Background: an optimization exercise with open tools, aiming at small area and a short achievable clock period. Do not read the settings as production practice.
At most, simulation tests tie the RTL to the original design; equivalence was not proved.
The RTL of runs 4 to 6 was laid out without a check of its function.
No activity file was given, so power comes from the tool's default toggle rates.

File: flow/design.v
package mspd_pkg;
  localparam int CHANNELS = 4;
  localparam int IN_CH    = 4;
  localparam int LANES    = (CHANNELS < IN_CH) ? CHANNELS : IN_CH;
  localparam int SAMPLE_W = 10;
  localparam int PEAK_W   = 10;
  localparam int CH_W     = 2;
  localparam int TIME_W   = 32;
  localparam int THR_W    = 10;
  localparam int WIN_W    = 16;
  localparam int CFG_W    = 16;
  localparam logic [SAMPLE_W:0] MID_RAIL = 11'd512;
  localparam logic [THR_W-1:0] THRESHOLD_RESET = 10'd80;
  localparam logic [WIN_W-1:0] WINDOW_RESET    = 16'd20;
  localparam logic REG_THRESHOLD = 1'b0;
  localparam logic REG_WINDOW    = 1'b1;
  localparam logic OP_SAMPLE = 1'b0;
  localparam logic OP_POLL   = 1'b1;
  typedef struct packed {
    logic              done;
    logic [PEAK_W-1:0] peak;
  } lane_fin_t;
  typedef struct packed {
    logic              valid;
    logic [CH_W-1:0]   channel;
    logic [PEAK_W-1:0] peak;
  } result_t;
endpackage
module mspd_lane (
  input  logic                            clk,
  input  logic                            rst_n,
  input  logic                            sample_en,
  input  logic [mspd_pkg::SAMPLE_W-1:0]   sample,
  input  logic [mspd_pkg::TIME_W-1:0]     now_ms,
  input  logic [10:0]                     thr2m1,     
  input  logic                            thr_zero,
  input  logic [15:0]                     lo_m_win,   
  input  logic                            lo_wrap,    
  output logic                            fin,        
  output logic [mspd_pkg::PEAK_W-1:0]     peak        
);
  logic                           active_r;
  logic [mspd_pkg::PEAK_W-1:0]    peak_r;
  logic [mspd_pkg::TIME_W-1:0]    start_r;
  logic [mspd_pkg::PEAK_W-1:0]    key;
  logic                           gt;
  logic                           trig;
  logic                           expired;
  assign key     = {sample[8:0] ^ {9{~sample[9]}}, ~sample[9]};
  mspd_cmp #(.W(10), .G(1)) u_gt   (.a(key),          .b(peak_r),        .ci(1'b0), .y(gt));
  logic ge_thr;
  mspd_cmp #(.W(11), .G(1)) u_trig (.a({1'b0, key}),  .b(thr2m1),        .ci(1'b1), .y(ge_thr));
  assign trig    = thr_zero || ge_thr;
  logic        c1, c2, lt, hz;
  logic [15:0] ah, ch;
  mspd_cmp #(.W(16), .G(4)) u_c1 (.a(now_ms[15:0]),  .b(start_r[15:0]), .ci(1'b1), .y(c1));
  mspd_cmp #(.W(16), .G(4)) u_c2 (.a(start_r[15:0]), .b(lo_m_win),      .ci(1'b0), .y(c2));
  assign lt  = lo_wrap ? (c1 || c2) : (c1 && c2);
  assign ah  = now_ms[31:16];
  assign ch  = ~start_r[31:16];
  assign hz  = ((ah[0] ^ ch[0]) == c1) &&
               (((ah[15:1] ^ ch[15:1]) ^ (ah[14:0] | ch[14:0])) == 15'd0);
  assign expired = !(hz && lt);
  assign fin     = active_r && expired;
  assign peak    = peak_r;
  always_ff @(posedge clk) begin
    if (!rst_n)
      active_r <= 1'b0;
    else if (sample_en)
      active_r <= active_r ? !expired : trig;
  end
  always_ff @(posedge clk) begin
    if (!active_r)
      start_r <= now_ms;
    if (!active_r || (sample_en && gt))
      peak_r <= key;
  end
endmodule
module mspd_cmp #(
  parameter int W = 16,
  parameter int G = 4
) (
  input  logic [W-1:0] a,
  input  logic [W-1:0] b,
  input  logic         ci,
  output logic         y
);
  localparam int NG = (W + G - 1) / G;
  localparam int L  = (NG < 2) ? 1 : (NG < 4) ? 2 : (NG < 8) ? 3 : (NG < 16) ? 4 : (NG < 32) ? 5 : 6;
  localparam int N  = 1 << L;
  logic [N-1:0] g [L+1];
  logic [N-1:0] p [L+1];
  for (genvar i = 0; i < N; i++) begin : g_leaf
    if (i == 0) begin : g_ci
      assign g[0][i] = ci;
      assign p[0][i] = 1'b0;
    end else if (i <= NG) begin : g_grp
      logic [G:0] gc;
      logic [G:0] pc;
      assign gc[0] = 1'b0;
      assign pc[0] = 1'b1;
      for (genvar j = 0; j < G; j++) begin : g_bit
        localparam int K = (i - 1) * G + j;
        if (K < W) begin : g_in
          assign gc[j+1] = (a[K] & ~b[K]) | ((a[K] | ~b[K]) & gc[j]);
          assign pc[j+1] = (a[K] | ~b[K]) & pc[j];
        end else begin : g_out
          assign gc[j+1] = gc[j];
          assign pc[j+1] = pc[j];
        end
      end
      assign g[0][i] = gc[G];
      assign p[0][i] = pc[G];
    end else begin : g_pad
      assign g[0][i] = 1'b0;
      assign p[0][i] = 1'b1;
    end
  end
  for (genvar k = 1; k <= L; k++) begin : g_lvl
    for (genvar i = 0; i < (N >> k); i++) begin : g_node
      assign g[k][i] = g[k-1][2*i+1] | (p[k-1][2*i+1] & g[k-1][2*i]);
      assign p[k][i] = p[k-1][2*i+1] & p[k-1][2*i];
    end
    if ((N >> k) < N) begin : g_fill
      assign g[k][N-1:(N >> k)] = '0;
      assign p[k][N-1:(N >> k)] = '0;
    end
  end
  assign y = g[L][0];
endmodule
module mspd_merge (
  input  logic                                       clk,
  input  logic                                       rst_n,
  input  logic                                       sample_acc,
  input  logic                                       poll_acc,
  input  logic [mspd_pkg::LANES-1:0]                 fin,
  input  logic [mspd_pkg::LANES*mspd_pkg::PEAK_W-1:0] peak,
  output logic                                       full,
  output logic [mspd_pkg::CH_W-1:0]                  slot_ch,
  output logic [mspd_pkg::PEAK_W-1:0]                slot_peak
);
  logic                         pend_r;
  logic [mspd_pkg::LANES-1:0]   fin_r;
  logic [mspd_pkg::CH_W-1:0]    win_ch;
  logic [mspd_pkg::PEAK_W-1:0]  win_key;
  assign full = pend_r || (|fin_r);
  always_comb begin
    win_ch  = '0;
    win_key = peak[0 +: mspd_pkg::PEAK_W];
    for (int i = mspd_pkg::LANES - 1; i > 0; i--) begin
      if (fin_r[i]) begin
        win_ch  = mspd_pkg::CH_W'(i);
        win_key = peak[i*mspd_pkg::PEAK_W +: mspd_pkg::PEAK_W];
      end
    end
    if (fin_r[0]) begin
      win_ch  = '0;
      win_key = peak[0 +: mspd_pkg::PEAK_W];
    end
  end
  always_ff @(posedge clk) begin
    if (!rst_n) begin
      pend_r <= 1'b0;
      fin_r  <= '0;
    end else begin
      pend_r <= full && !poll_acc;
      fin_r  <= (sample_acc && !full) ? fin : '0;
    end
  end
  always_ff @(posedge clk) begin
    if (|fin_r) begin
      slot_ch   <= win_ch;
      slot_peak <= {1'b0, win_key[9:1]} + {9'd0, win_key[0]};
    end
  end
endmodule
module multichannel_strike_peak_detector (
  input  logic                              clk,
  input  logic                              rst_n,
  input  logic                              cfg_we,
  input  logic                              cfg_index,
  input  logic [mspd_pkg::CFG_W-1:0]        cfg_wdata,
  input  logic                              in_valid,
  output logic                              in_ready,
  input  logic                              in_op,
  input  logic [mspd_pkg::SAMPLE_W-1:0]     in_sample_ch0,
  input  logic [mspd_pkg::SAMPLE_W-1:0]     in_sample_ch1,
  input  logic [mspd_pkg::SAMPLE_W-1:0]     in_sample_ch2,
  input  logic [mspd_pkg::SAMPLE_W-1:0]     in_sample_ch3,
  input  logic [mspd_pkg::TIME_W-1:0]       in_now_ms,
  output logic                              out_valid,
  input  logic                              out_ready,
  output logic                              out_event_valid,
  output logic [mspd_pkg::CH_W-1:0]         out_event_channel,
  output logic [mspd_pkg::PEAK_W-1:0]       out_event_peak
);
  logic [mspd_pkg::THR_W-1:0]  thr_r;
  logic [mspd_pkg::WIN_W-1:0]  win_r;
  logic [10:0]                 thr2m1;
  logic                        thr_zero;
  logic                        in_acc;
  logic                        sample_en;
  logic                        poll_en;
  logic                        full;
  logic [mspd_pkg::SAMPLE_W-1:0]               samples [mspd_pkg::IN_CH];
  logic [mspd_pkg::LANES-1:0]                  fin;
  logic [mspd_pkg::LANES*mspd_pkg::PEAK_W-1:0] peak;
  logic [mspd_pkg::CH_W-1:0]                   slot_ch;
  logic [mspd_pkg::PEAK_W-1:0]                 slot_peak;
  logic                        out_valid_r;
  logic                        ev_r;
  assign samples[0] = in_sample_ch0;
  assign samples[1] = in_sample_ch1;
  assign samples[2] = in_sample_ch2;
  assign samples[3] = in_sample_ch3;
  assign in_ready  = !out_valid_r || out_ready;
  assign in_acc    = in_valid && in_ready;
  assign sample_en = in_acc && (in_op == mspd_pkg::OP_SAMPLE);
  assign poll_en   = in_acc && (in_op == mspd_pkg::OP_POLL);
  always_ff @(posedge clk) begin
    if (!rst_n) begin
      thr_r <= mspd_pkg::THRESHOLD_RESET;
      win_r <= mspd_pkg::WINDOW_RESET;
    end else if (cfg_we) begin
      if (cfg_index == mspd_pkg::REG_WINDOW)
        win_r <= cfg_wdata[mspd_pkg::WIN_W-1:0];
      else
        thr_r <= cfg_wdata[mspd_pkg::THR_W-1:0];
    end
  end
  assign thr2m1   = {thr_r, 1'b0} - 11'd1;
  assign thr_zero = (thr_r == '0);
  logic [16:0] lo_m_win;
  assign lo_m_win = {1'b0, in_now_ms[15:0]} - {1'b0, win_r};
  for (genvar g = 0; g < mspd_pkg::LANES; g++) begin : g_lane
    mspd_lane u_lane (
      .clk       (clk),
      .rst_n     (rst_n),
      .sample_en (sample_en),
      .sample    (samples[g]),
      .now_ms    (in_now_ms),
      .thr2m1    (thr2m1),
      .thr_zero  (thr_zero),
      .lo_m_win  (lo_m_win[15:0]),
      .lo_wrap   (lo_m_win[16]),
      .fin       (fin[g]),
      .peak      (peak[g*mspd_pkg::PEAK_W +: mspd_pkg::PEAK_W])
    );
  end
  mspd_merge u_merge (
    .clk        (clk),
    .rst_n      (rst_n),
    .sample_acc (sample_en),
    .poll_acc   (poll_en),
    .fin        (fin),
    .peak       (peak),
    .full       (full),
    .slot_ch    (slot_ch),
    .slot_peak  (slot_peak)
  );
  always_ff @(posedge clk) begin
    if (!rst_n) begin
      out_valid_r <= 1'b0;
    end else if (in_acc) begin
      out_valid_r <= 1'b1;
    end else if (out_ready) begin
      out_valid_r <= 1'b0;
    end
    if (in_acc) begin
      ev_r <= (in_op == mspd_pkg::OP_POLL) && full;
    end
  end
  assign out_valid         = out_valid_r;
  assign out_event_valid   = ev_r;
  assign out_event_channel = ev_r ? slot_ch : '0;
  assign out_event_peak    = ev_r ? slot_peak : '0;
endmodule
File: flow/flow/run.sh
#!/bin/bash
# standard layout, with the port buffers made of buf_2 cells instead of the
# resizer's default pick (a delay buffer)
set -euo pipefail
export BUFFER_PORTS_ARGS="-buffer_cell sky130_fd_sc_hd__buf_2"
bash standard.sh > standard.log 2>&1
File: flow/standard.sh
#!/bin/bash
# synth_recipe.tcl (not shown) runs the flow's synth.tcl, then flattens the netlist and writes it again
# the make line also repeats each setting of config.mk as NAME=value (left out here)
make -C /OpenROAD-flow-scripts/flow DESIGN_CONFIG=/design/flow/config.mk WORK_HOME=/design/flow/orfs CLKGATE_MAP_FILE= SYNTH_SCRIPT=/design/flow/synth_recipe.tcl "${@:-finish}"
File: flow/config.mk
export PLATFORM = sky130hd
export DESIGN_NAME = multichannel_strike_peak_detector
export DESIGN_NICKNAME = multichannel_strike_peak_detector
export VERILOG_FILES = /design/flow/design.v
export SDC_FILE = /design/flow/constraint.sdc
export NUM_CORES = 4
export LEC_CHECK = 0
export ABC_AREA = 1
export CAP_MARGIN = 20
export CORE_MARGIN = 2
export CORE_UTILIZATION = 45
export CTS_BUF_LIST = sky130_fd_sc_hd__clkbuf_8
export CTS_CLUSTER_DIAMETER = 60
export CTS_CLUSTER_SIZE = 16
export PLACE_DENSITY = 0.65
export SETUP_SLACK_MARGIN = 3.5
export SLEW_MARGIN = 20
File: flow/constraint.sdc
create_clock -name core_clock -period 6.5 [get_ports {clk}]
set_input_delay 1.3000 -clock core_clock [delete_from_list [all_inputs] [get_ports {clk}]]
set_output_delay 1.3000 -clock core_clock [all_outputs]
set_load 0.01 [all_outputs]
==> reports/qor.csv, run 1 <==
metric,value,unit
die height,180,um
status,finished clean,
startpoint types,input pin,
number of library cell types mapped by synthesis,57,
Post-synth EDFFs,181,
CP Data Arrival Time,3520,ps
async set-reset flop share out of synthesis,0,
Synth Area per Inst,8.26,sq um
Post-DRT Antenna Nets,0,
gr ovfl total,0,
"most common cell after layout, fill and taps aside",nand2_1,
top_reg_cell synth,edfxtp_1,
Vias,11943,
setup tns final,0,ps
CP Capture Type,register,
CTS sink cnt,217,
num ports,110,
largest net degree at the start of global routing,35,
Yosys top cell by area,edfxtp_1,
GP Congestion,0.961,
Peak VDD IR,0.197,mV
Global Route Usage Sum,0.228,
Tcrit/Tclk final,0.463,
Worst-Margin Slew,914,ps
DP Wirelength,29400,um
die width,180,um
Core ar.,30500,sq um
Clock Root Buffer,clkbuf_8,
number of global-route vias before repair,11135,
"top cells by area, synth","edfxtp_1 39%, nand2_1 11%, ha_1 7.1%",
Vias/cell,5.37,
Clock Path Buffers,3,
fmax,332,MHz
Place WS,2740,ps
Skew-Pair Late Insertion Delay,580,ps
fraction of layout cells with a size suffix above 1,0.163,
CTS tree,done,
Cell Rows,64,
synth warn,14,
post-synth net total,1855,
Hold/Removal Path Class,register to register,
CP max FO,5,
Antenna diodes,0,
r2r setup slk,3760,ps
number of CTS-inserted buffers,24,
max-cap violation count,0,
IO Port Bufs,109,
die area,32300,sq um
initial cell density of the core,0.455,
WP data required,7010,ps
Wirelength per Cell,17.1,um
# DRC,0,
initial antenna violation count,0,
final WL,38000,um
Final Critical Period,3010,ps
Worst-path clk slew,90,ps
TritonRoute pass-1 iters,7,
final hold violations,0,
area grow syn2layout,14.2,%
PwrDens,243,nW/um^2
Crit Path Class,input pin to register,
post-synthesis sequential element count,217,
Cells after Synth,1680,
area of the mapped netlist,13900,sq um
Iteration-0 DRC Markers,884,
Final Worst Setup Slack,3490,ps
"Seq/Total Area, Yosys",0.443,
top-area cell type share of the netlist area,0.392,
H-tree depth,1,
Slew Limit Fails,0,
worst rel slew slack,0.390,
Leakage,7.29,nW
first-pass GRT wire length,58800,um
clock skew,19.7,ps
unrepaired setup endpoints after global routing,yes,
final setup fails,0,
nets@finish,1987,
most frequent cells in the layout,"377 x nand2_1, 258 x inv_1, 181 x edfxtp_1",
-- sequential cells by signal, summed over array words and instances (netlist names) --
register	cells
ev_r	1
u_merge.slot_ch	2
thr_r	10
out_valid_r	1
g_lane.u_lane.start_r	128
g_lane.u_lane.active_r	4
win_r	16
u_merge.slot_peak	10
u_merge.fin_r	4
g_lane.u_lane.peak_r	40
u_merge.pend_r	1
-- power breakdown --
group          internal, mW  switching [mW]
Sequential             1.67          0.0853
Combinational         0.391           0.694
Clock                 0.465           0.554
-- metal layers --
metal  part of all wire  track usage  vias up
met5                  0            0        -
met4              0.035       0.0767        0
met3              0.059       0.0310       73
met2               0.46        0.370      384
met1               0.44        0.315     5530
li1                   -            -     5956
-- logic make-up after synthesis --
logic type	count (synthesis)	synth area share
XOR/XNOR	71	0.0453
AND/OR/NAND/NOR	705	0.223
AO/OA/AOI/OAI	318	0.137
flip-flops	217	0.443
buffers and inverters	289	0.0790
adder cells (fa/ha/maj)	80	0.0726
-- cell type report --
cell class	instances	area, sq um
fillers	2939	14600
multi-input cells	1174	6940
flip-flops and latches	217	6160
inverters	269	1030
repair buffers	126	704
well taps	396	495
clock buffers	25	344
clock inverters	19	191
-- cells in the mapped netlist, types with 2 or more instances --
| cell | n |
|---|---|
| nand2_1 | 400 |
| inv_1 | 258 |
| edfxtp_1 | 181 |
| o21ai_0 | 114 |
| nand3_1 | 105 |
| nor2_1 | 99 |
| a21oi_1 | 84 |
| ha_1 | 79 |
| xor2_1 | 54 |
| o22ai_1 | 37 |
| dfxtp_1 | 36 |
| nand4_1 | 22 |
| o211ai_1 | 20 |
| xnor2_1 | 16 |
| nand2_2 | 14 |
| or2_2 | 14 |
| clkbuf_1 | 12 |
| a211oi_1 | 11 |
| nand3b_1 | 11 |
| inv_2 | 10 |
| o221ai_1 | 9 |
| nor3_1 | 8 |
| a221oi_1 | 7 |
| nand3_2 | 7 |
| nor2_2 | 7 |
| buf_2 | 6 |
| o2111ai_1 | 6 |
| o21ai_1 | 6 |
| a21oi_2 | 5 |
| a31oi_1 | 4 |
| or2_1 | 4 |
| nor4_1 | 3 |
| a211oi_2 | 2 |
| a21o_1 | 2 |
| a21oi_4 | 2 |
| nor3_2 | 2 |
| nor3b_1 | 2 |
| o21a_1 | 2 |
-- per-stage QoR --
stage               hold slack, ps   util  std cells  total power [mW]  area [sq um]
CTS                            473  0.509       2214              3.82         15500
detailed placement             462  0.489       2169              2.80         14900
global placement               450  0.489       2169              2.78         14900
global route                   525  0.520       2226              4.08         15900
finish                         494  0.520       2226              3.85         15900
floorplan                      433      -       1680              2.48         13900
-- final timing paths --
check	cells past startpoint	start	to
hold reg to reg	2	thr_r[7]	thr_r[7]
hold / removal	2	thr_r[7]	thr_r[7]
setup reg to reg	12	u_merge.fin_r[2]	u_merge.slot_peak[8]
setup / recovery	22	in_now_ms[0]	u_merge.fin_r[3]
-- repair_timing --
item / 4_1_cts / 5_1_grt
pin swaps: 7 / 25
setup buffers: 1 / 12
hold buffers: 0 / 0
endpoints found under the setup margin: 8 / 31
resized for setup: 11 / 68
-- worst max-delay path, cell delays in order --
cell and delay, ps:
buf_12 120, inv_16 50, ha_4 130, inv_4 30, fa_2 540, inv_4 50
buf_6 110, nor2_1 90, a21oi_1 50, o21ai_1 70, nand2_1 80, o21ai_1 130
nand2_1 80, nand3_2 70, nor2_1 50, nand2_1 50, nand2_1 50, o21bai_1 170
nand2_1 90, nand2_2 70, nand2_1 50, nor2_1 90
==> inputs of run 2 (changes only) <==
--- a/flow/config.mk
+++ b/flow/config.mk
@@ -9,9 +9,9 @@
 export CAP_MARGIN = 20
 export CORE_MARGIN = 2
-export CORE_UTILIZATION = 45
+export CORE_UTILIZATION = 50
 export CTS_BUF_LIST = sky130_fd_sc_hd__clkbuf_8
 export CTS_CLUSTER_DIAMETER = 60
 export CTS_CLUSTER_SIZE = 16
-export PLACE_DENSITY = 0.65
+export PLACE_DENSITY = 0.7
 export SETUP_SLACK_MARGIN = 3.5
 export SLEW_MARGIN = 20
==> run 2 against run 1 <==
  * Still clean on timing, DRC and antenna
  * Combinational power increased by 4%
  * Clock power is 11% higher
  * Power rose by 3.7%
  * Synthesized area unchanged
  * Wire length is 0.70% lower
  * Sequential share of layout area decreased by 0.42 points
  * Final cell count shrank 1.0%
  * Core utilization up 7.2 points
  * Critical path type unchanged
  * Largest power group unchanged
==> reports/qor.csv, run 2 <==
metric,value,unit
"most common cell after layout, fill and taps aside",nand2_1,
Final Critical Period,2950,ps
Clock Path Buffers,3,
Tcrit/Tclk final,0.454,
Vias,12050,
final WL,37700,um
initial cell density of the core,0.512,
Worst-path clk slew,100,ps
status,finished clean,
Synth Area per Inst,8.26,sq um
CP top delay family,simple AND/OR/NAND/NOR gates,
first-pass GRT wire length,57500,um
top_reg_cell synth,edfxtp_1,
number of global-route vias before repair,11214,
Biggest register,g_lane.u_lane.start_r,
Clock Root Buffer,clkbuf_8,
CP Data Arrival Time,3490,ps
synth warn,14,
unrepaired setup endpoints after global routing,yes,
setup tns final,0,ps
Post-DRT Antenna Nets,0,
TritonRoute pass-1 iters,5,
top-area cell type share of the netlist area,0.392,
DP Wirelength,29000,um
Post-Synth Simple-Gate Area,0.223,
gr ovfl total,0,
top flop regs,"g_lane.u_lane.start_r: 128 flops, g_lane.u_lane.peak_r: 40 flops, win_r: 16 flops",
die width,171,um
compound-cell area share of the yosys netlist,0.137,
die area,29100,sq um
post-route cell area,16000,sq um
initial antenna violation count,1,
Synth Area in Adders,0.0726,
post-synth net total,1855,
Yosys top cell by area,edfxtp_1,
die height,171,um
area grow syn2layout,15.5,%
H-tree depth,1,
async set-reset flop share out of synthesis,0,
IO Port Bufs,109,
most frequent cells in the layout,"373 x nand2_1, 256 x inv_1, 181 x edfxtp_1",
fraction of layout cells with a size suffix above 1,0.173,
max-cap violation count,0,
Skew-Pair Late Insertion Delay,600,ps
WP data required,7040,ps
number of library cell types mapped by synthesis,57,
PwrDens,249,nW/um^2
Vias/cell,5.47,
cell with the most instances after synthesis,nand2_1,
Crit Path Class,input pin to register,
largest family of logic cells by synthesized area,simple AND/OR/NAND/NOR gates,
CP Capture Type,register,
Hold/Removal Path Class,register to register,
Wirelength per Cell,17.1,um
Peak VDD IR,0.189,mV
nets@finish,1987,
worst rel slew slack,0.476,
"Seq/Total Area, Yosys",0.443,
post-synthesis sequential element count,217,
Critical Path Max Stage Delay,380,ps
Cells after Synth,1680,
Cell Rows,60,
Iteration-0 DRC Markers,1088,
crit-path cells,buf_12 > inv_16 > ha_4 > inv_4 > fa_2 > nand2_4 > nand2_4 > nand3_4 > nand2_4 > nand2_4 > nand2_4 > nand2_4 > nand3_2 > nand2_2 > inv_2 > a21oi_2 > nand2_1 > nand2_1 > nand2_1 > nand2_1 > nand2_1 > nand2_2 > nand2_1 > nor2_2,
# DRC,0,
Leakage,7.35,nW
max reg flops,128,
Core ar.,27100,sq um
post-synthesis xor/xnor area fraction,0.0453,
number of CTS-inserted buffers,24,
largest net degree at the start of global routing,35,
Worst-Margin Slew,784,ps
Worst path slowest cell,fa_2,
CTS tree,done,
GP Congestion,0.963,
CTS sink cnt,217,
clock skew,34.2,ps
area of the mapped netlist,13900,sq um
Global Route Usage Sum,0.253,
Slew Limit Fails,0,
CP bufs+invs,4,
final setup fails,0,
mux share of post-synthesis cell area,0,
Post-synth EDFFs,181,
fmax,339,MHz
placed inst area,14900,sq um
CP max FO,5,
Post-synth top cells,"400 x nand2_1, 258 x inv_1, 181 x edfxtp_1",
startpoint types,input pin,
final hold violations,0,
num ports,110,
"top cells by area, synth","edfxtp_1 39%, nand2_1 11%, ha_1 7.1%",
[run 2: cell types whose count changed in the layout (fill, tap and decap cells not counted), moves of 4 or more]
| cell | previous run | this run |
|---|---|---|
| nand2_1 | 377 | 373 |
| nand2_4 | 6 | 12 |
| nand3_1 | 98 | 94 |
| nand3_2 | 12 | 16 |
| nor2_1 | 93 | 87 |
| nor2_2 | 13 | 18 |
[run 2: final timing paths]
path	slack, ps	depth (start not counted)	from	to
worst max-delay path	3550	24	in_now_ms[0]	u_merge.fin_r[1]
worst max register to register	3760	15	thr_r[0]	g_lane[1].u_lane.active_r
worst min-delay path	490	2	thr_r[7]	thr_r[7]
worst min register to register	490	2	thr_r[7]	thr_r[7]
[run 2: layout make-up]
type	instances	area [sq um]
well taps	372	465
fillers	2409	11100
inverters	269	1030
clock inverters	20	273
multi-input cells	1174	7070
clock buffers	24	330
flip-flops and latches	217	6160
diodes	1	2.50
repair buffers	126	709
[run 2: logic make-up after synthesis]
| group | after synthesis |
|---|---|
| buffers and inverters | 289 |
| adders and majority gates | 80 |
| xor gates and xnor gates | 71 |
| and+or+nand+nor | 705 |
| DFF | 217 |
| AOI/OAI and AO/OA | 318 |
[run 2: layer usage]
metal / share of wire / GRT usage / vias up
li1: - / - / 5963
met1: 0.44 / 0.349 / 5592
met2: 0.46 / 0.416 / 425
met3: 0.071 / 0.0319 / 70
met4: 0.029 / 0.0769 / 0
met5: 0 / 0 / -
[run 2: metrics by stage]
step / setup slack (ps) / power, mW / hold slack (ps) / utilization / cells
after floorplan: 3350 / 2.48 / 433 / - / 1680
after global placement: 2800 / 2.77 / 453 / 0.550 / 2145
after detailed placement: 2760 / 2.79 / 460 / 0.550 / 2145
after CTS: 3480 / 3.93 / 473 / 0.574 / 2189
after global routing: 3410 / 4.20 / 523 / 0.592 / 2202
final: 3550 / 4.00 / 494 / 0.592 / 2203
[run 2: report_power, final]
group | internal [mW] | switching, mW | leakage (nW)
Combinational | 0.403 | 0.713 | 4.88
Sequential | 1.67 | 0.0861 | 2.16
Clock | 0.542 | 0.587 | 0.312
Total | 2.61 | 1.39 | 7.35
[run 2: what timing repair did]
item,CTS,global route
setup endpoints to repair,8,30
pin swaps,2,41
buffers inserted,0,13
hold buffers,0,0
gates resized for setup,14,94
[run 2: tightest hold or removal path: stages (launching register included)]
cell and delay, ps:
dfxtp_1 330, inv_1 70, a21oi_1 50
==> inputs of run 3 (changes only) <==
--- a/flow/config.mk
+++ b/flow/config.mk
@@ -14,4 +14,4 @@
 export CTS_CLUSTER_SIZE = 16
 export PLACE_DENSITY = 0.7
-export SETUP_SLACK_MARGIN = 3.5
+export SETUP_SLACK_MARGIN = 3.6
 export SLEW_MARGIN = 20
==> run 3 against run 2 <==
  * Still clean
  * Power down 4.4%
  * Global-route usage down 0.17 points
  * Worst hold slack worse by 19 ps
  * Register-to-register slack better by 80 ps
  * Clock power down 14%
  * Critical path type unchanged
  * Critical endpoint unchanged
==> reports/qor.csv, run 3 <==
metric,value,unit
area grow syn2layout,14.6,%
number of CTS-inserted buffers,23,
Clock Root Buffer,clkbuf_8,
startpoint types,input pin,
Post-DRT Antenna Nets,0,
CTS Hold Bufs,0,
max-cap violation count,0,
Hold/Removal Path Class,register to register,
most frequent cells in the layout,"372 x nand2_1, 254 x inv_1, 181 x edfxtp_1",
Global Route Usage Sum,0.251,
top flop regs,"g_lane.u_lane.start_r: 128 flops, g_lane.u_lane.peak_r: 40 flops, win_r: 16 flops",
Yosys top cell by area,edfxtp_1,
"Seq/Total Area, Yosys",0.443,
Cells after Synth,1680,
WHS Endpoint,win_r[15],
fillcell total,2470,
CP bufs+invs,2,
Worst-path clk slew,100,ps
final setup fails,0,
crit-path cells,buf_4 > ha_2 > nand2_2 > inv_2 > a21oi_4 > nor2_1 > nor3_4 > nand2_1 > nand2_2 > nand2_2 > nand2_1 > nand2_1 > a21oi_1 > nand2_1 > nand2_1 > nand2_1 > nand2_2 > nand2_1 > nor2_2,
r2r setup slk,3840,ps
worst hold start,win_r[15],
TritonRoute pass-1 iters,5,
Biggest register,g_lane.u_lane.start_r,
Synth Area per Inst,8.26,sq um
R2R Path Start,u_merge.fin_r[2],
IO Port Bufs,109,
num ports,110,
fraction of layout cells with a size suffix above 1,0.170,
Slew Limit Fails,0,
synth warn,14,
"most common cell after layout, fill and taps aside",nand2_1,
Crit Path Class,input pin to register,
Place WS,2790,ps
Final Worst Setup Slack,3540,ps
Worst-Margin Slew,749,ps
worst rel slew slack,0.499,
nets@finish,1985,
Wirelength per Cell,16.9,um
post-synth net total,1855,
CP max FO,10,
Critical Path Most Common Cell,nand2_1,
fmax,337,MHz
CP Data Arrival Time,3500,ps
max reg flops,128,
Peak VDD IR,0.195,mV
initial antenna violation count,1,
die area,29100,sq um
top_reg_cell synth,edfxtp_1,
Post-synth EDFFs,181,
DP Wirelength,28700,um
Final Critical Period,2960,ps
PwrDens,240,nW/um^2
gr ovfl total,0,
reg2reg end,u_merge.slot_peak[8],
"top cells by area, synth","edfxtp_1 39%, nand2_1 11%, ha_1 7.1%",
async set-reset flop share out of synthesis,0,
H-tree depth,1,
# DRC,0,
register area,6160,sq um
CTS tree,done,
post-synthesis sequential element count,217,
final WL,37200,um
unrepaired setup endpoints after global routing,yes,
Iteration-0 DRC Markers,967,
final hold violations,0,
Tcrit/Tclk final,0.456,
Worst path slowest cell,ha_2,
initial cell density of the core,0.512,
Clock Path Buffers,3,
die height,171,um
first-pass GRT wire length,57100,um
top-area cell type share of the netlist area,0.392,
cell count along the critical path,19,
largest net degree at the start of global routing,35,
CTS sink cnt,217,
cell with the most instances after synthesis,nand2_1,
Skew-Pair Late Insertion Delay,590,ps
Vias,11956,
area of the mapped netlist,13900,sq um
R2R depth,12,
Hold Path Stages,2,
area of the multi-input gates,7040,sq um
number of global-route vias before repair,10905,
Critical Path Max Stage Delay,340,ps
Cell Rows,60,
Post-synth top cells,"400 x nand2_1, 258 x inv_1, 181 x edfxtp_1",
GP Congestion,0.956,
Core ar.,27100,sq um
clock skew,40.7,ps
die width,171,um
Vias/cell,5.43,
number of library cell types mapped by synthesis,57,
CP top delay family,simple AND/OR/NAND/NOR gates,
status,finished clean,
WP data required,7030,ps
CP Capture Type,register,
setup tns final,0,ps
Leakage,7.32,nW
==> run 3: final cells by class <==
class | count | share of cell area
sequential | 217 | 0.387
timing repair buffer | 125 | 0.0456
antenna | 1 | 0.000157
clock inverter | 19 | 0.0110
clock buffer | 23 | 0.0199
multi-input combinational | 1174 | 0.442
tap | 372 | 0.0293
inverter | 269 | 0.0648
==> run 3: stage by stage <==
| step | instances | util | area [sq um] | hold WS (ps) | power, mW |
|---|---|---|---|---|---|
| 6_report | 2200 | 0.587 | 15900 | 476 | 3.82 |
| 5_1_grt | 2200 | 0.587 | 15900 | 501 | 4.04 |
| 4_1_cts | 2191 | 0.575 | 15600 | 471 | 3.78 |
| 3_5_place_dp | 2145 | 0.551 | 14900 | 453 | 2.79 |
| 3_3_place_gp | 2145 | 0.551 | 14900 | 451 | 2.77 |
| 2_1_floorplan | 1680 | - | 14000 | 433 | 2.48 |
==> run 3: worst max-delay path by stage <==
| stage | to | slack, ps | start |
|---|---|---|---|
| after floorplan | u_merge.fin_r[1] | 3350 | in_now_ms[0] |
| after global placement | u_merge.fin_r[1] | 2830 | in_now_ms[0] |
| after detailed placement | u_merge.fin_r[0] | 2790 | in_now_ms[0] |
| after CTS | in_ready | 3600 | out_ready |
| after global routing | u_merge.fin_r[1] | 3410 | in_now_ms[0] |
| final | u_merge.fin_r[1] | 3540 | in_now_ms[8] |
==> run 3: per-layer routing <==
layer,routed length [um],GRT usage,part of all wire,up-vias
li1,-,-,-,5954
met2,17100,0.409,0.46,423
met3,2700,0.0319,0.073,52
met1,16600,0.354,0.45,5527
met5,0,0,0,-
met4,802,0.0676,0.022,0
==> run 3: what timing repair did <==
| action | CTS | global route |
|---|---|---|
| endpoints found under the setup margin | 9 | 40 |
| pin swaps | 6 | 34 |
| setup buffers | 4 | 8 |
| resized for setup | 36 | 66 |
==> run 3: where the power goes <==
group	leakage [nW]	switching, mW	internal [mW]
logic	4.89	0.702	0.397
clock network	0.264	0.564	0.408
registers	2.16	0.0829	1.67
==> run 3: kinds of logic after synthesis <==
family	synth area share
compound gates	0.137
xor+xnor	0.0453
fa+ha+maj	0.0726
buf+inv	0.0790
flops	0.443
simple gates	0.223
==> run 3: worst reg2reg max path, stage by stage, from the launching register on <==
cell	delay [ps]
dfxtp_1	430
inv_2	130
nand2_1	250
o21ai_0	320
o211ai_1	170
o21ai_0	120
ha_1	200
ha_1	180
nand2_1	60
nor2_1	180
nand3_1	150
nor3_2	150
xor2_1	80
==> inputs of run 4 (changes only) <==
--- a/flow/design.v
+++ b/flow/design.v
@@ -55,5 +55,5 @@
   logic [15:0] ah, ch;
   mspd_cmp #(.W(16), .G(4)) u_c1 (.a(now_ms[15:0]),  .b(start_r[15:0]), .ci(1'b1), .y(c1));
-  mspd_cmp #(.W(16), .G(4)) u_c2 (.a(start_r[15:0]), .b(lo_m_win),      .ci(1'b0), .y(c2));
+  mspd_cmp #(.W(16), .G(8)) u_c2 (.a(start_r[15:0]), .b(lo_m_win),      .ci(1'b0), .y(c2));
   assign lt  = lo_wrap ? (c1 || c2) : (c1 && c2);
   assign ah  = now_ms[31:16];
@@ -231,6 +231,8 @@
   assign thr2m1   = {thr_r, 1'b0} - 11'd1;
   assign thr_zero = (thr_r == '0);
+  logic [16:0] lo_sum;
   logic [16:0] lo_m_win;
-  assign lo_m_win = {1'b0, in_now_ms[15:0]} - {1'b0, win_r};
+  assign lo_sum   = {1'b0, ~in_now_ms[15:0]} + {1'b0, win_r};
+  assign lo_m_win = {lo_sum[16], ~lo_sum[15:0]};
   for (genvar g = 0; g < mspd_pkg::LANES; g++) begin : g_lane
     mspd_lane u_lane (
--- a/flow/config.mk
+++ b/flow/config.mk
@@ -9,9 +9,8 @@
 export CAP_MARGIN = 20
 export CORE_MARGIN = 2
-export CORE_UTILIZATION = 50
-export CTS_BUF_LIST = sky130_fd_sc_hd__clkbuf_8
-export CTS_CLUSTER_DIAMETER = 60
-export CTS_CLUSTER_SIZE = 16
-export PLACE_DENSITY = 0.7
-export SETUP_SLACK_MARGIN = 3.6
+export CORE_UTILIZATION = 55
+export CTS_CLUSTER_DIAMETER = 100
+export CTS_CLUSTER_SIZE = 24
+export PLACE_DENSITY = 0.75
+export SETUP_SLACK_MARGIN = 3.5
 export SLEW_MARGIN = 20
==> run 4 against run 3 <==
  * Register-to-register slack got worse by 150 ps
  * Final cell count fell by 3.5%
  * Cell area fell by 1.4%
  * Largest cell class unchanged
  * Largest power group unchanged
  * Highest routed layer unchanged
==> reports/qor.csv, run 4 <==
metric,value,unit
post-route cell area,15700,sq um
fmax,319,MHz
Final Critical Period,3130,ps
die height,162,um
cell with the most instances after synthesis,nand2_1,
Vias,11784,
fraction of layout cells with a size suffix above 1,0.162,
final hold violations,0,
top_reg_cell synth,edfxtp_1,
top-area cell type share of the netlist area,0.394,
Sw Share,0.329,
"Seq/Total Area, Yosys",0.447,
Cell Rows,57,
CP max FO,5,
CTS tree,done,
max reg flops,128,
die area,26300,sq um
CP Capture Type,register,
Worst-path clk slew,90,ps
IO Port Bufs,109,
final setup fails,0,
top flop regs,"g_lane.u_lane.start_r: 128 flops, g_lane.u_lane.peak_r: 40 flops, win_r: 16 flops",
Biggest register,g_lane.u_lane.start_r,
number of library cell types mapped by synthesis,57,
Clock Root Buffer,clkbuf_16,
Skew-Pair Late Insertion Delay,490,ps
Internal Power,2.44,mW
post-synthesis sequential element count,217,
Cells after Synth,1670,
gr ovfl total,0,
post-synthesis xor/xnor area fraction,0.0437,
Post-DRT Antenna Nets,0,
Iteration-0 DRC Markers,913,
CTS Hold Bufs,0,
PwrDens,232,nW/um^2
Crit Path Class,input pin to register,
number of global-route vias before repair,11315,
Leakage,7.32,nW
Global Route Usage Sum,0.267,
number of CTS-inserted buffers,13,
final WL,36000,um
H-tree depth,1,
"most common cell after layout, fill and taps aside",nand2_1,
Wirelength per Cell,16.9,um
die width,162,um
post-synth net total,1845,
async set-reset flop share out of synthesis,0,
clock skew,24.9,ps
Sw Pwr,1.20,mW
Flop pwr share,0.481,
TritonRoute pass-1 iters,5,
Post-synth EDFFs,181,
mux share of post-synthesis cell area,0,
Core ar.,24500,sq um
area of the mapped netlist,13800,sq um
max-cap violation count,0,
DP Wirelength,27500,um
Post-synth top cells,"419 x nand2_1, 261 x inv_1, 181 x edfxtp_1",
status,finished clean,
# DRC,0,
GP Congestion,0.921,
CTS sink cnt,217,
Peak VDD IR,0.242,mV
"top cells by area, synth","edfxtp_1 39%, nand2_1 11%, ha_1 7.2%",
Tcrit/Tclk final,0.482,
worst rel slew slack,0.485,
WP data required,6890,ps
nets@finish,1966,
Comb pwr share,0.283,
initial antenna violation count,0,
num ports,110,
compound-cell area share of the yosys netlist,0.122,
area grow syn2layout,13.8,%
Synth Area per Inst,8.25,sq um
placed inst area,14700,sq um
largest net degree at the start of global routing,35,
worst hold margin,500,ps
Slew Limit Fails,0,
startpoint types,input pin,
largest family of logic cells by synthesized area,simple AND/OR/NAND/NOR gates,
Synth Area in Adders,0.0732,
Clock power frac,0.236,
Antenna diodes,0,
synth warn,17,
Post-Synth Simple-Gate Area,0.235,
Hold/Removal Path Class,register to register,
most frequent cells in the layout,"379 x nand2_1, 252 x inv_1, 181 x edfxtp_1",
Clock Path Buffers,3,
setup tns final,0,ps
Vias/cell,5.55,
initial cell density of the core,0.564,
Yosys top cell by area,edfxtp_1,
first-pass GRT wire length,55800,um
CP Data Arrival Time,3530,ps
unrepaired setup endpoints after global routing,yes,
Worst-Margin Slew,771,ps
run 4: cell types whose count changed after synthesis, sizes merged, moves of 6 or more:
cell	previous run	this run
a211oi	13	6
a21oi	91	52
clkinv	1	8
nand2	415	433
nand3	112	123
nand3b	12	6
nor4	3	9
o21ai	120	105
xor2	55	49
run 4: metrics by stage:
stage               utilization  total power [mW]  instances  setup WS, ps
detailed placement        0.603              2.73       2086          2370
global placement          0.603              2.70       2086          2350
finish                    0.642              3.64       2122          3370
global route              0.642              3.83       2122          3190
CTS                       0.630              3.61       2114          3370
floorplan                     -              2.44       1670          3210
run 4: kinds of logic (layout without fill, tap and decap cells):
family	Yosys count	count (layout)
DFF	217	217
AOI/OAI and AO/OA	274	274
adders and majority gates	80	80
xor gates and xnor gates	64	64
and+or+nand+nor	742	742
buffers and inverters	293	421
run 4: final cells by class:
cell class	instances	area, sq um
timing repair buffer	127	717
multi-input combinational	1160	6970
inverter	272	1060
clock inverter	4	36.3
tap	324	405
clock buffer	18	354
fill	2098	8770
sequential	217	6160
run 4: worst max-delay path, stage by stage:
cell     delay [ps]
buf_8            90
inv_8            30
ha_4            150
fa_2            430
nand3_2         130
nand2_4          90
nand3_1         120
nand4_1         130
buf_4           190
nand3_1         110
nand3_1          80
nor2_1          130
nand2_2          70
nand3_2          60
nand2_1          60
nand2_1          50
nand3_1          60
nand2_1          70
nand2_2          60
nand2_1          60
nor2_1           40
run 4: power by group through the flow:
stage	Sequential, mW	Clock, mW	Combinational (mW)
3_5_place_dp	1.78	0	0.948
4_1_cts	1.75	0.875	0.984
6_report	1.75	0.857	1.03
2_1_floorplan	1.75	0	0.692
3_3_place_gp	1.78	0	0.929
5_1_grt	1.76	0.914	1.15
run 4: repair_timing:
item                                    CTS  global route
buffers inserted                          6             8
pin swaps                                34            48
endpoints found under the setup margin    8            41
gates cloned                              0             0
resized for setup                        63            64
run 4: per-layer routing:
layer  track usage  share of wire  vias to the layer above
met3        0.0281          0.049                       70
li1              -              -                     5894
met2         0.462           0.49                      363
met4        0.0861          0.030                        0
met5             0              0                        -
met1         0.352           0.43                     5457
run 4: final timing paths:
kind	from	to	slack, ps	depth (start not counted)
setup / recovery	in_now_ms[0]	u_merge.fin_r[1]	3370	21
setup reg to reg	u_merge.fin_r[1]	u_merge.slot_peak[8]	3690	10
hold / removal	win_r[13]	win_r[13]	500	2
hold reg to reg	win_r[13]	win_r[13]	500	2
==> inputs of run 5 (changes only) <==
--- a/flow/design.v
+++ b/flow/design.v
@@ -54,5 +54,5 @@
   logic        c1, c2, lt, hz;
   logic [15:0] ah, ch;
-  mspd_cmp #(.W(16), .G(4)) u_c1 (.a(now_ms[15:0]),  .b(start_r[15:0]), .ci(1'b1), .y(c1));
+  mspd_cmp #(.W(16), .G(8)) u_c1 (.a(now_ms[15:0]),  .b(start_r[15:0]), .ci(1'b1), .y(c1));
   mspd_cmp #(.W(16), .G(8)) u_c2 (.a(start_r[15:0]), .b(lo_m_win),      .ci(1'b0), .y(c2));
   assign lt  = lo_wrap ? (c1 || c2) : (c1 && c2);
--- a/flow/config.mk
+++ b/flow/config.mk
@@ -9,8 +9,9 @@
 export CAP_MARGIN = 20
 export CORE_MARGIN = 2
-export CORE_UTILIZATION = 55
-export CTS_CLUSTER_DIAMETER = 100
-export CTS_CLUSTER_SIZE = 24
-export PLACE_DENSITY = 0.75
+export CORE_UTILIZATION = 50
+export CTS_BUF_LIST = sky130_fd_sc_hd__clkbuf_8
+export CTS_CLUSTER_DIAMETER = 60
+export CTS_CLUSTER_SIZE = 16
+export PLACE_DENSITY = 0.7
 export SETUP_SLACK_MARGIN = 3.5
 export SLEW_MARGIN = 20
==> run 5 against run 4 <==
  * Final cell count is 2.4% higher
  * Cell area increased by 0.37%
  * Still clean on timing, DRC and antenna
  * Register-to-register slack gained 90 ps
  * Critical endpoint is now u_merge.fin_r[0]
  * Clock skew decreased by 2.0 ps
  * Fmax grew 3.5%
  * First-iteration DRC count is 4.9% higher
  * Largest cell class unchanged
  * Critical path type unchanged
  * Wire length is 0.86% lower
  * Worst hold slack gained 11 ps
  * Flip-flop and latch count is the same
==> reports/qor.csv, run 5 <==
metric,value,unit
status,finished clean,
top-area cell type share of the netlist area,0.397,
final WL,35700,um
H-tree depth,1,
number of global-route vias before repair,11234,
Hold/Removal Path Class,register to register,
PwrDens,240,nW/um^2
Tcrit/Tclk final,0.466,
Clock Root Buffer,clkbuf_8,
Global Route Usage Sum,0.246,
Antenna diodes,0,
R2R Path Start,u_merge.fin_r[1],
fraction of layout cells with a size suffix above 1,0.162,
Wirelength per Cell,16.4,um
final hold violations,0,
Worst-Margin Slew,787,ps
fmax,330,MHz
R2R depth,9,
Worst-path clk slew,90,ps
top_reg_cell synth,edfxtp_1,
largest net degree at the start of global routing,34,
setup tns final,0,ps
Hold Path Stages,2,
Total Power,3.78,mW
clock skew,22.9,ps
Vias/cell,5.49,
Crit Path Class,input pin to register,
WHS Endpoint,out_valid_r,
Synth Area per Inst,8.17,sq um
Biggest register,g_lane.u_lane.start_r,
first-pass GRT wire length,56400,um
WL met1,15300,um
WP data required,7000,ps
die width,170,um
Peak VDD IR,0.175,mV
async set-reset flop share out of synthesis,0,
Post-DRT Antenna Nets,0,
CP Capture Type,register,
gr ovfl total,0,
Clock Path Buffers,3,
DP Wirelength,27400,um
r2r setup slk,3780,ps
Top Layer Used,met4,
area grow syn2layout,14.9,%
Core ar.,27000,sq um
CTS sink cnt,217,
final setup fails,0,
Cell Rows,60,
Post-synth EDFFs,181,
Slew Limit Fails,0,
unrepaired setup endpoints after global routing,yes,
startpoint types,input pin,
Cells after Synth,1677,
CP max FO,5,
post-synth net total,1852,
IO Port Bufs,109,
worst hold start,out_valid_r,
worst rel slew slack,0.475,
CTS tree,done,
# DRC,0,
Vias,11933,
post-synthesis sequential element count,217,
most frequent cells in the layout,"413 x nand2_1, 261 x inv_1, 181 x edfxtp_1",
Skew-Pair Late Insertion Delay,570,ps
die area,28700,sq um
"Seq/Total Area, Yosys",0.449,
Iteration-0 DRC Markers,958,
routed wl met3,2350,um
Leakage,7.43,nW
Place WS,2670,ps
"most common cell after layout, fill and taps aside",nand2_1,
nets@finish,1991,
Post-synth top cells,"435 x nand2_1, 268 x inv_1, 181 x edfxtp_1",
CTS Hold Bufs,0,
area of the mapped netlist,13700,sq um
"top cells by area, synth","edfxtp_1 40%, nand2_1 12%, inv_1 7.3%",
max reg flops,128,
GP Congestion,1.02,
Final Critical Period,3030,ps
Yosys top cell by area,edfxtp_1,
synth warn,14,
initial cell density of the core,0.508,
max-cap violation count,0,
num ports,110,
reg2reg end,u_merge.slot_peak[8],
number of library cell types mapped by synthesis,52,
TritonRoute pass-1 iters,8,
number of CTS-inserted buffers,22,
fillcell total,2442,
top flop regs,"g_lane.u_lane.start_r: 128 flops, g_lane.u_lane.peak_r: 40 flops, win_r: 16 flops",
CP Data Arrival Time,3530,ps
cell with the most instances after synthesis,nand2_1,
initial antenna violation count,0,
die height,170,um
Final Worst Setup Slack,3470,ps
WL met2,16900,um
[run 5: cell types whose count changed after synthesis, sizes merged, moves of 5 or more]
cell	delta
o22ai	+10
nor3	-6
nand3	-16
o21ai	+20
nor2	+11
inv	+12
nand3b	+5
nand4	-7
nand2	+16
a21oi	-9
o2111ai	-5
[run 5: worst max path at each step]
stage,from,slack [ps],endpoint
finish,in_now_ms[0],3470,u_merge.fin_r[0]
CTS,in_now_ms[0],3420,u_merge.fin_r[0]
floorplan,in_now_ms[0],3280,u_merge.fin_r[1]
global placement,in_now_ms[0],2690,u_merge.fin_r[3]
detailed placement,in_now_ms[0],2670,u_merge.fin_r[0]
global route,in_now_ms[0],3300,u_merge.fin_r[1]
[run 5: cells by family after synthesis]
family                     Yosys count  synth area share
buffers and inverters              297            0.0819
AOI/OAI and AO/OA                  276             0.120
xor gates and xnor gates            66            0.0441
DFF                                217             0.449
and+or+nand+nor                    741             0.231
adders and majority gates           80            0.0736
[run 5: report_power, final]
group	total (mW)	switching, mW	internal (mW)
Combinational	1.01	0.636	0.371
Sequential	1.75	0.0843	1.66
Clock	1.03	0.533	0.496
[run 5: routing by layer]
| metal | global-route usage | up-vias |
|---|---|---|
| li1 | - | 5915 |
| met1 | 0.331 | 5496 |
| met2 | 0.420 | 447 |
| met3 | 0.0308 | 75 |
| met4 | 0.0713 | 0 |
| met5 | 0 | - |
[run 5: critical path, stage by stage]
cell	delay, ps
buf_12	90
inv_12	30
ha_4	140
fa_2	390
buf_4	170
nand3_2	110
nand3_2	110
nand2_4	100
nand2_2	70
or2_1	230
nand3_1	80
nand3_1	70
nand2_1	80
nand3_2	90
nand2_2	70
nand2_2	60
nand2_2	70
nand2_2	50
nand2_2	70
nand2_2	50
nor2_2	90
[run 5: timing repair]
item	CTS	global route
hold endpoints to repair	0	0
buffers inserted	6	11
endpoints found under the setup margin	8	11
resized for setup	27	89
pin swaps	28	35
[run 5: metrics by stage]
step	utilization	hold WS [ps]	std cells	cell area [sq um]
finish	0.584	511	2173	15800
floorplan	-	459	1677	13800
global placement	0.547	477	2116	14700
CTS	0.572	511	2162	15400
detailed placement	0.547	484	2116	14700
global route	0.584	542	2173	15800
[run 5: final cells by class]
class                   instances  area [sq um]  area share
flip-flops and latches        217          6160       0.391
repair buffers                130           756      0.0480
clock buffers                  22           303      0.0192
well taps                     341           427      0.0271
clock inverters                18           220      0.0140
multi-input cells            1163          6780       0.431
inverters                     282          1110      0.0703
==> inputs of run 6 (changes only) <==
--- a/flow/design.v
+++ b/flow/design.v
@@ -33,6 +33,6 @@
   input  logic [mspd_pkg::SAMPLE_W-1:0]   sample,
   input  logic [mspd_pkg::TIME_W-1:0]     now_ms,
-  input  logic [10:0]                     thr2m1,     
-  input  logic                            thr_zero,
+  input  logic [mspd_pkg::PEAK_W-1:0]     thr_key,    
+  input  logic                            thr_big,    
   input  logic [15:0]                     lo_m_win,   
   input  logic                            lo_wrap,    
@@ -44,16 +44,12 @@
   logic [mspd_pkg::TIME_W-1:0]    start_r;
   logic [mspd_pkg::PEAK_W-1:0]    key;
-  logic                           gt;
-  logic                           trig;
+  logic                           ge;
   logic                           expired;
   assign key     = {sample[8:0] ^ {9{~sample[9]}}, ~sample[9]};
-  mspd_cmp #(.W(10), .G(1)) u_gt   (.a(key),          .b(peak_r),        .ci(1'b0), .y(gt));
-  logic ge_thr;
-  mspd_cmp #(.W(11), .G(1)) u_trig (.a({1'b0, key}),  .b(thr2m1),        .ci(1'b1), .y(ge_thr));
-  assign trig    = thr_zero || ge_thr;
+  mspd_cmp #(.W(10), .G(1)) u_ge (.a(key), .b(active_r ? peak_r : thr_key), .ci(1'b1), .y(ge));
   logic        c1, c2, lt, hz;
   logic [15:0] ah, ch;
-  mspd_cmp #(.W(16), .G(8)) u_c1 (.a(now_ms[15:0]),  .b(start_r[15:0]), .ci(1'b1), .y(c1));
-  mspd_cmp #(.W(16), .G(8)) u_c2 (.a(start_r[15:0]), .b(lo_m_win),      .ci(1'b0), .y(c2));
+  mspd_cmp #(.W(16), .G(4)) u_c1 (.a(now_ms[15:0]),  .b(start_r[15:0]), .ci(1'b1), .y(c1));
+  mspd_cmp #(.W(16), .G(4)) u_c2 (.a(start_r[15:0]), .b(lo_m_win),      .ci(1'b0), .y(c2));
   assign lt  = lo_wrap ? (c1 || c2) : (c1 && c2);
   assign ah  = now_ms[31:16];
@@ -68,10 +64,10 @@
       active_r <= 1'b0;
     else if (sample_en)
-      active_r <= active_r ? !expired : trig;
+      active_r <= active_r ? !expired : (ge && !thr_big);
   end
   always_ff @(posedge clk) begin
     if (!active_r)
       start_r <= now_ms;
-    if (!active_r || (sample_en && gt))
+    if (!active_r || (sample_en && ge))
       peak_r <= key;
   end
@@ -197,6 +193,7 @@
   logic [mspd_pkg::THR_W-1:0]  thr_r;
   logic [mspd_pkg::WIN_W-1:0]  win_r;
-  logic [10:0]                 thr2m1;
-  logic                        thr_zero;
+  logic [mspd_pkg::THR_W-1:0]  thr_m1;
+  logic [mspd_pkg::PEAK_W-1:0] thr_key;
+  logic                        thr_big;
   logic                        in_acc;
   logic                        sample_en;
@@ -229,6 +226,7 @@
     end
   end
-  assign thr2m1   = {thr_r, 1'b0} - 11'd1;
-  assign thr_zero = (thr_r == '0);
+  assign thr_m1  = thr_r - 10'd1;
+  assign thr_key = (thr_r == '0) ? '0 : {thr_m1[8:0], 1'b1};
+  assign thr_big = thr_r[9] && (|thr_r[8:0]);
   logic [16:0] lo_sum;
   logic [16:0] lo_m_win;
@@ -242,6 +240,6 @@
       .sample    (samples[g]),
       .now_ms    (in_now_ms),
-      .thr2m1    (thr2m1),
-      .thr_zero  (thr_zero),
+      .thr_key   (thr_key),
+      .thr_big   (thr_big),
       .lo_m_win  (lo_m_win[15:0]),
       .lo_wrap   (lo_m_win[16]),
--- a/flow/config.mk
+++ b/flow/config.mk
@@ -9,9 +9,7 @@
 export CAP_MARGIN = 20
 export CORE_MARGIN = 2
-export CORE_UTILIZATION = 50
-export CTS_BUF_LIST = sky130_fd_sc_hd__clkbuf_8
-export CTS_CLUSTER_DIAMETER = 60
-export CTS_CLUSTER_SIZE = 16
-export PLACE_DENSITY = 0.7
+export CORE_UTILIZATION = 40
+export CTS_CLUSTER_DIAMETER = 100
+export CTS_CLUSTER_SIZE = 24
 export SETUP_SLACK_MARGIN = 3.5
 export SLEW_MARGIN = 20
==> run 6 against run 5 <==
  * Core utilization is 10 points lower
  * Synthesized cell count is 7.5% higher
  * Largest power group unchanged
  * First-iteration DRC count is 7.3% higher
  * Register-to-register slack worse by 140 ps
  * Largest cell class unchanged
  * Highest routed layer is now met5
  * Power is 3.1% higher
==> reports/qor.csv, run 6 <==
metric,value,unit
Hold Path Stages,2,
post-synth net total,1978,
CTS tree,done,
unrepaired setup endpoints after global routing,yes,
Worst-Margin Slew,681,ps
"top cells by area, synth","edfxtp_1 38%, nand2_1 13%, ha_1 7.0%",
fmax,330,MHz
Synth Area per Inst,7.86,sq um
cell with the most instances after synthesis,nand2_1,
Cells after Synth,1803,
Hold/Removal Path Class,register to register,
most frequent cells in the layout,"451 x nand2_1, 221 x inv_1, 181 x edfxtp_1",
Clock power frac,0.250,
DP Wirelength,31900,um
Vias/cell,5.24,
Comb pwr share,0.297,
max reg flops,128,
worst rel slew slack,0.545,
CP startpoint,in_now_ms[0],
Yosys top cell by area,edfxtp_1,
gr ovfl total,0,
Worst path slowest cell,fa_2,
Internal Power,2.54,mW
CP max FO,6,
Antenna diodes,0,
status,finished clean,
Wirelength per Cell,17.7,um
GP Congestion,0.886,
final WL,42300,um
top_reg_cell synth,edfxtp_1,
top flop regs,"g_lane.u_lane.start_r: 128 flops, g_lane.u_lane.peak_r: 40 flops, win_r: 16 flops",
Skew-Pair Late Insertion Delay,500,ps
R2R Path Start,thr_r[0],
reg2reg end,g_lane[0].u_lane.peak_r[1],
Cell Rows,68,
Final Critical Period,3030,ps
"most common cell after layout, fill and taps aside",nand2_1,
number of library cell types mapped by synthesis,45,
area grow syn2layout,17.7,%
fraction of layout cells with a size suffix above 1,0.181,
die height,192,um
Critical Path Most Common Cell,nand2_1,
nets@finish,2101,
final hold violations,0,
R2R depth,14,
clock skew,18.1,ps
post-route cell area,16700,sq um
Clock Path Buffers,3,
Peak VDD IR,0.148,mV
Biggest register,g_lane.u_lane.start_r,
Final Worst Setup Slack,3470,ps
Iteration-0 DRC Markers,1028,
Crit Path Class,input pin to register,
first-pass GRT wire length,65000,um
crit-path cells,buf_12 > inv_16 > ha_4 > inv_2 > fa_2 > inv_4 > nand2_1 > nand2_1 > nand2_1 > nand2_1 > nand2_1 > nand2_1 > inv_1 > nor2_2 > nand2_1 > nand3_2 > nand2_1 > nand2_1 > nand2_1 > nand2_2 > nand2_1 > nand3_1 > nor2_1,
Global Route Usage Sum,0.227,
Sw Share,0.348,
max-cap violation count,0,
"Seq/Total Area, Yosys",0.434,
CTS sink cnt,217,
post-synthesis sequential element count,217,
async set-reset flop share out of synthesis,0,
WP data required,6900,ps
Critical Path Max Stage Delay,470,ps
Post-synth top cells,"505 x nand2_1, 242 x inv_1, 189 x nand3_1",
startpoint types,input pin,
largest net degree at the start of global routing,34,
IO Port Bufs,109,
final setup fails,0,
PwrDens,234,nW/um^2
number of CTS-inserted buffers,14,
Clock Root Buffer,clkbuf_16,
Sw Pwr,1.36,mW
initial antenna violation count,1,
H-tree depth,1,
Post-DRT Antenna Nets,0,
number of global-route vias before repair,11679,
die area,36900,sq um
setup tns final,0,ps
r2r setup slk,3640,ps
Post-synth EDFFs,181,
Worst-path clk slew,100,ps
Vias,12524,
TritonRoute pass-1 iters,8,
cell count along the critical path,23,
# DRC,0,
num ports,110,
initial cell density of the core,0.408,
Flop pwr share,0.453,
CP bufs+invs,5,
Tcrit/Tclk final,0.467,
CP Capture Type,register,
CP endpoint,u_merge.fin_r[2],
CP top delay family,simple AND/OR/NAND/NOR gates,
Place WS,2530,ps
Slew Limit Fails,0,
top-area cell type share of the netlist area,0.384,
CP Data Arrival Time,3430,ps
placed inst area,15400,sq um
die width,192,um
Core ar.,34700,sq um
area of the mapped netlist,14200,sq um
Leakage,7.79,nW
synth warn,11,
-- run 6: worst min path at each step --
stage	slack, ps	to	start
after CTS	490	thr_r[8]	thr_r[8]
after floorplan	450	thr_r[7]	thr_r[7]
final	490	thr_r[8]	thr_r[8]
after global placement	480	thr_r[7]	thr_r[7]
after global routing	520	thr_r[7]	thr_r[7]
after detailed placement	480	thr_r[8]	thr_r[8]
-- run 6: cell families (layout without fill, tap and decap cells) --
logic type / Yosys count / after routing / share of synthesized area
AO/OA/AOI/OAI: 217 / 217 / 0.0892
buffers and inverters: 284 / 414 / 0.0782
XOR/XNOR: 74 / 74 / 0.0457
adder cells (fa/ha/maj): 80 / 80 / 0.0712
flip-flops: 217 / 217 / 0.434
AND/OR/NAND/NOR: 931 / 932 / 0.281
-- run 6: layout make-up --
cell class                      count  area (sq um)
Fill cell                        3497         18000
Multi-Input combinational cell   1303          7680
Sequential cell                   217          6160
Inverter                          253           998
Timing Repair Buffer              137           816
Tap cell                          455           569
Clock buffer                       19           412
Clock inverter                      5          53.8
-- run 6: repair_timing --
item | CTS | global route
gates cloned | 1 | 0
gates resized for setup | 67 | 93
pin swaps | 29 | 50
hold buffers | 0 | 0
endpoints found under the setup margin | 48 | 54
setup buffers | 13 | 10
-- run 6: worst min-delay path, delay by kind of cell, from the launching register on --
family          cells  cell delay, ps
flops               1             330
buf+inv             1              70
compound gates      1              60
-- run 6: power groups by stage --
stage | Combinational (mW) | Sequential [mW] | Clock, mW
finish | 1.16 | 1.77 | 0.974
global route | 1.30 | 1.78 | 1.05
CTS | 1.10 | 1.76 | 1.00
detailed placement | 1.05 | 1.79 | 0
global placement | 1.04 | 1.80 | 0
floorplan | 0.757 | 1.75 | 0
-- run 6: layer usage --
layer	GRT usage	vias to the layer above	share of wire	wire length (um)
met5	0	-	0.00031	13
met4	0.0581	2	0.024	1020
met3	0.0232	64	0.056	2350
met2	0.355	377	0.44	18800
met1	0.335	5840	0.48	20100
li1	-	6241	-	-
-- run 6: per-stage QoR --
stage                     hold slack [ps]  total power [mW]  cells  utilization
after detailed placement              479              2.84   2341        0.444
final                                 490              3.90   2389        0.481
after global placement                477              2.84   2341        0.444
after floorplan                       451              2.51   1803            -
after global routing                  524              4.14   2389        0.481
after CTS                             492              3.87   2379        0.469

[what the ideal ports hide]
No port has a modelled driver above. Below, the same layouts with a new extraction and two added sets of constraints. Step 1 sets driving cells, clkbuf_16 on the clock port and buf_2 on the other inputs (assumed; they add their load-dependent delay and slew). Step 2 also shifts input and output timing later by t, the mid clock arrival at the registers, as if the neighbouring blocks saw the same clock. Three values: ideal, step 1, step 2; two values: the first two.
run	shift t [ns]	setup slack, ns	latest minus earliest clock arrival (ns)
run 1	0.620	3.491 / 3.486 / 2.866	0.020 / 0.020
run 2	0.625	3.547 / 3.531 / 2.908	0.036 / 0.036
run 3	0.615	3.537 / 3.560 / 2.945	0.045 / 0.044
run 4	0.526	3.366 / 3.354 / 2.829	0.027 / 0.027
run 5	0.602	3.471 / 3.454 / 2.852	0.024 / 0.024
run 6	0.544	3.466 / 3.452 / 2.908	0.028 / 0.029
After both steps setup and hold are still met in every run listed. The setup slack of run 2, which loses most, moves by -0.016 ns with the drivers and by -0.639 ns with both steps.
